What follows belongs to an exercise in optimizing a design on an open flow for small area; a production flow would make more cautious choices.
In this exercise RTL edits were held to simulation tests only and were not proved equivalent to the original.
No activity file was given, so power comes from the tool's default toggle rates.

Setup of run A:
// avc_sps_header_parser
module avc_sps_header_parser
(
    input  logic          clk,
    input  logic          rst_n,
    input  logic          in_valid,
    output logic          in_ready,
    input  logic [7:0]    in_data_byte,
    input  logic          in_last_byte,
    output logic          out_valid,
    input  logic          out_ready,
    output logic [2:0]    out_status,
    output logic [7:0]    out_profile,
    output logic [7:0]    out_compat,
    output logic [7:0]    out_level,
    output logic [2:0]    out_nal_length_size,
    output logic [7:0]    out_ref_frames,
    output logic [15:0]   out_pixel_width,
    output logic [15:0]   out_pixel_height
);
Size: about 680 cells after synthesis, ~140 flip-flops, about 7000 µm² of cells after synthesis.
Settings: LEC_CHECK=0, CAP_MARGIN=20, CORE_MARGIN=2, CORE_UTILIZATION=40, SLEW_MARGIN=20; clock period 20.0 ns.
standard.sh (not shown) runs the stock make flow with config.mk's settings and CLKGATE_MAP_FILE= SYNTH_SCRIPT=/design/flow/synth_recipe.tcl, a recipe that flattens the netlist after the stock synthesis.
==> flow/flow/run.sh <==
#!/bin/bash
# Own layout flow: the standard flow (standard.sh) with two changes.
# 1. Synthesis is the standard flow's own synthesis script, except that ABC maps the
#    logic for area with its default script (no delay target, no buffering or
#    gate upsizing); registers and their names are untouched, since ABC runs
#    after the flip-flops are mapped.
# 2. The port buffers that global placement adds use the smallest buffer,
#    sky130_fd_sc_hd__buf_1, instead of the cell buffer_ports picks itself.
# Every tool's output goes to logs in this folder (run_*.log) and to ORFS's
# own logs under orfs/logs.
set -euo pipefail
W=$(pwd)

SYN=$(grep -o 'SYNTH_SCRIPT=[^ ]*' standard.sh | head -1 | cut -d= -f2-)
SYN=${SYN//\'/}
cat > "$W/area_synth.tcl" <<EOT
# ABC with its default script and without -constr / -D: area-oriented mapping
proc abc {args} {
  set keep {}
  set skip 0
  foreach a \$args {
    if {\$skip} { set skip 0; continue }
    if {\$a in {-script -constr -D}} { set skip 1; continue }
    lappend keep \$a
  }
  puts "area_synth abc: \$keep"
  yosys abc {*}\$keep
}
source $SYN
EOT

sed "s#SYNTH_SCRIPT=[^ ]*#SYNTH_SCRIPT=$W/area_synth.tcl#" standard.sh > "$W/area_standard.sh"
cp standard.sh run_standard_orig.sh.txt

export BUFFER_PORTS_ARGS="-buffer_cell sky130_fd_sc_hd__buf_1"
# clock tree: small clock buffers and no dummy loads
export CTS_ARGS="-sink_clustering_enable -repair_clock_nets -dont_use_dummy_load -buf_list {sky130_fd_sc_hd__clkbuf_4 sky130_fd_sc_hd__clkbuf_8}"
bash "$W/area_standard.sh" > "$W/run_make.log" 2>&1 || { tail -50 "$W/run_make.log"; exit 1; }
tail -5 "$W/run_make.log"
test -f "$W/out/final.def"
The flow did not stop early for run A: all stages ran, and the layout cleared the timing, design-rule and antenna checks.
> inputs changed (run A -> run B)
# run A
export LEC_CHECK = 0
export CAP_MARGIN = 20
export CORE_MARGIN = 2
export CORE_UTILIZATION = 40
export SLEW_MARGIN = 20
create_clock -name core_clock -period 20.0 [get_ports {clk}]
# run B
export LEC_CHECK = 0
export CAP_MARGIN = 20
export CORE_MARGIN = 2
export CORE_UTILIZATION = 40
export CTS_BUF_LIST = sky130_fd_sc_hd__clkbuf_8
export SLEW_MARGIN = 20
create_clock -name core_clock -period 20.0 [get_ports {clk}]
-- flow/flow/run.sh --
<<< run A, line 34

export BUFFER_PORTS_ARGS="-buffer_cell sky130_fd_sc_hd__buf_1"
# clock tree: small clock buffers and no dummy loads
export CTS_ARGS="-sink_clustering_enable -repair_clock_nets -dont_use_dummy_load -buf_list {sky130_fd_sc_hd__clkbuf_4 sky130_fd_sc_hd__clkbuf_8}"
bash "$W/area_standard.sh" > "$W/run_make.log" 2>&1 || { tail -50 "$W/run_make.log"; exit 1; }
tail -5 "$W/run_make.log"
>>> run B, line 34

export BUFFER_PORTS_ARGS="-buffer_cell sky130_fd_sc_hd__buf_1"
bash "$W/area_standard.sh" > "$W/run_make.log" 2>&1 || { tail -50 "$W/run_make.log"; exit 1; }
tail -5 "$W/run_make.log"
### Flow results
Every stage of the flow completed for run B, and the final layout passed the timing, design-rule and antenna checks. On run B: post-route cell area is 200 µm² higher than what run A gave. Taking run A as the reference, in run B vias after detailed routing shows an increase of 1.3%; area added between synthesis and finish shows an increase of 2.9 points. Wire: run B routes more than run A. Comparing run B and run A, the lower wire length on met2 was measured on run A. Looking at run B and run A, the global-route usage is a wash.
diff inputs: run B => run C
# run B
export LEC_CHECK = 0
export CAP_MARGIN = 20
export CORE_MARGIN = 2
export CORE_UTILIZATION = 40
export CTS_BUF_LIST = sky130_fd_sc_hd__clkbuf_8
export SLEW_MARGIN = 20
create_clock -name core_clock -period 20.0 [get_ports {clk}]
# run C
export LEC_CHECK = 0
export CAP_MARGIN = 20
export CORE_MARGIN = 2
export CORE_UTILIZATION = 40
export SLEW_MARGIN = 20
create_clock -name core_clock -period 20.0 [get_ports {clk}]
==> flow/flow/run.sh <==
#!/bin/bash
# Own layout flow: the standard flow (standard.sh) with three changes.
# 1. Synthesis is the standard flow's own synthesis script, except that ABC optimises
#    and maps the logic for area (flow/area.abc: deepsyn, then area mapping;
#    no delay target, no buffering or gate upsizing); registers and their
#    names are untouched, since ABC runs after the flip-flops are mapped.
# 2. The port buffers that global placement adds use the smallest buffer,
#    sky130_fd_sc_hd__buf_1, instead of the cell buffer_ports picks itself.
# 3. Clock tree synthesis uses clkbuf_8 and inserts no dummy loads.
# Every tool's output goes to logs in this folder (run_*.log) and to ORFS's
# own logs under orfs/logs.
set -euo pipefail
W=$(pwd)

SYN=$(grep -o 'SYNTH_SCRIPT=[^ ]*' standard.sh | head -1 | cut -d= -f2-)
SYN=${SYN//\'/}
cat > "$W/area_synth.tcl" <<EOT
# ABC with flow/area.abc and without -constr / -D: area-oriented mapping
proc abc {args} {
  set keep {}
  set skip 0
  foreach a \$args {
    if {\$skip} { set skip 0; continue }
    if {\$a in {-script -constr -D}} { set skip 1; continue }
    lappend keep \$a
  }
  set keep [concat [list -script $W/flow/area.abc] \$keep]
  puts "area_synth abc: \$keep"
  yosys abc {*}\$keep
}
source $SYN
EOT

sed "s#SYNTH_SCRIPT=[^ ]*#SYNTH_SCRIPT=$W/area_synth.tcl#" standard.sh > "$W/area_standard.sh"
cp standard.sh run_standard_orig.sh.txt

export BUFFER_PORTS_ARGS="-buffer_cell sky130_fd_sc_hd__buf_1"
# clock tree: small clock buffers and no dummy loads
export CTS_ARGS="-sink_clustering_enable -repair_clock_nets -dont_use_dummy_load -buf_list sky130_fd_sc_hd__clkbuf_8"
bash "$W/area_standard.sh" > "$W/run_make.log" 2>&1 || { tail -50 "$W/run_make.log"; exit 1; }
tail -5 "$W/run_make.log"
test -f "$W/out/final.def"
==> flow/flow/area.abc (new file) <==
strash
&get -n
&deepsyn -T 60
&put
dch -f
map -a
topo
### Flow results
Compare run C and run B | global-route track usage on met3 higher: run C
Run B → run C: final critical-path share of the clock period lower; reported net switching power lower; cell count after placement roughly the same; non-filler instance count after layout lower.
A largest power group of registers is what run C shows, while combinational logic belongs to run B.
Modified inputs, run D compared to run C
-- flow/flow/run.sh --
<<< run C, line 5
#    no delay target, no buffering or gate upsizing); registers and their
#    names are untouched, since ABC runs after the flip-flops are mapped.
# 2. The port buffers that global placement adds use the smallest buffer,
#    sky130_fd_sc_hd__buf_1, instead of the cell buffer_ports picks itself.
>>> run D, line 5
#    no delay target, no buffering or gate upsizing); registers and their
#    names are untouched, since ABC runs after the flip-flops are mapped.
#    Adders are not mapped to half / full adder cells first, so ABC optimises
#    them with the rest of the logic.
# 2. The port buffers that global placement adds use the smallest buffer,
#    sky130_fd_sc_hd__buf_1, instead of the cell buffer_ports picks itself.
<<< run C, line 29
  yosys abc {*}\$keep
}
source $SYN
EOT
>>> run D, line 31
  yosys abc {*}\$keep
}
# adders go to ABC as plain logic instead of fixed half / full adder cells
set ::env(ADDER_MAP_FILE) ""
source $SYN
EOT
## What came out
Part of the total power dissipated in combinational logic in run D is 2.5 points below run C. Minimum setup slack in the final design for run D: 1660 ps up relative to run C. Summary — number of filler cells placed in the layout, run D relative to run C: lower, by 7.5%. Multi-input logic cell count, run D and run C: larger value in run C. [run D] share of the cycle needed by the critical path after routing fell 8.3 points relative to run C. Total detailed-routing wirelength (higher): run C.
[inputs] run E vs run D
==> flow/flow/run.sh <==
#!/bin/bash
# Own layout flow: the standard flow (standard.sh) with two changes.
# 1. Synthesis is the standard flow's own synthesis script, except that ABC maps the
#    logic for area with its default script (no delay target, no buffering or
#    gate upsizing); registers and their names are untouched, since ABC runs
#    after the flip-flops are mapped.
# 2. The port buffers that global placement adds use the smallest buffer,
#    sky130_fd_sc_hd__buf_1, instead of the cell buffer_ports picks itself.
# Every tool's output goes to logs in this folder (run_*.log) and to ORFS's
# own logs under orfs/logs.
set -euo pipefail
W=$(pwd)

SYN=$(grep -o 'SYNTH_SCRIPT=[^ ]*' standard.sh | head -1 | cut -d= -f2-)
SYN=${SYN//\'/}
cat > "$W/area_synth.tcl" <<EOT
# ABC with its default script and without -constr / -D: area-oriented mapping
proc abc {args} {
  set keep {}
  set skip 0
  foreach a \$args {
    if {\$skip} { set skip 0; continue }
    if {\$a in {-script -constr -D}} { set skip 1; continue }
    lappend keep \$a
  }
  puts "area_synth abc: \$keep"
  yosys abc {*}\$keep
}
source $SYN
EOT

sed "s#SYNTH_SCRIPT=[^ ]*#SYNTH_SCRIPT=$W/area_synth.tcl#" standard.sh > "$W/area_standard.sh"
cp standard.sh run_standard_orig.sh.txt

export BUFFER_PORTS_ARGS="-buffer_cell sky130_fd_sc_hd__buf_1"
# clock tree: small clock buffers and no dummy loads
export CTS_ARGS="-sink_clustering_enable -repair_clock_nets -dont_use_dummy_load -buf_list sky130_fd_sc_hd__clkbuf_8"
bash "$W/area_standard.sh" > "$W/run_make.log" 2>&1 || { tail -50 "$W/run_make.log"; exit 1; }
tail -5 "$W/run_make.log"
test -f "$W/out/final.def"
removed: flow/flow/area.abc
- [run E] area overhead of the layout relative to synthesis fell 0.27 points relative to run D
- Delta (run E minus run D): number of distinct library cell variants in the gate-level netlist after synthesis shows an increase of 31, first-pass GRT wire length shows an increase of 26%, total internal power shows an increase of 7.0%, wire length after detailed routing shows an increase of 27%, well tap count shows an increase of 41.

static timing again, ports no longer ideal:
How much do the figures lean on ideal ports? The routed layouts below were timed once more, with nothing changed but the port constraints. Step 1: set_driving_cell puts a clkbuf_16 on clk and a buf_2 on each other input, an assumption about the parent block. Step 2 adds t to the input delays and takes it off the output delays; t is the mean of the earliest and latest rising clock arrival at the registers after step 1. Input paths then give back, and output paths get back, about the clock's delay inside the block. Slacks: no drivers / after step 1 / after step 2; pairs: no drivers / after step 1.
run	shift t [ns]	setup WS [ns]	worst hold slack (ns)	worst setup path at the end
run A	0.473	6.108 / 6.084 / 6.084	0.302 / 0.302 / 0.302	input to output
run B	0.487	6.114 / 6.091 / 6.091	0.327 / 0.327 / 0.327	input to output
run C	0.471	6.595 / 6.572 / 6.572	0.298 / 0.298 / 0.298	input to output
run D	0.471	8.254 / 8.228 / 8.228	0.308 / 0.308 / 0.308	input to output
run E	0.473	6.108 / 6.084 / 6.084	0.302 / 0.302 / 0.302	input to output
After both steps every run listed still meets setup and hold. The setup slack of run D, which loses most, moves by -0.026 ns with the drivers and by -0.026 ns with both steps.
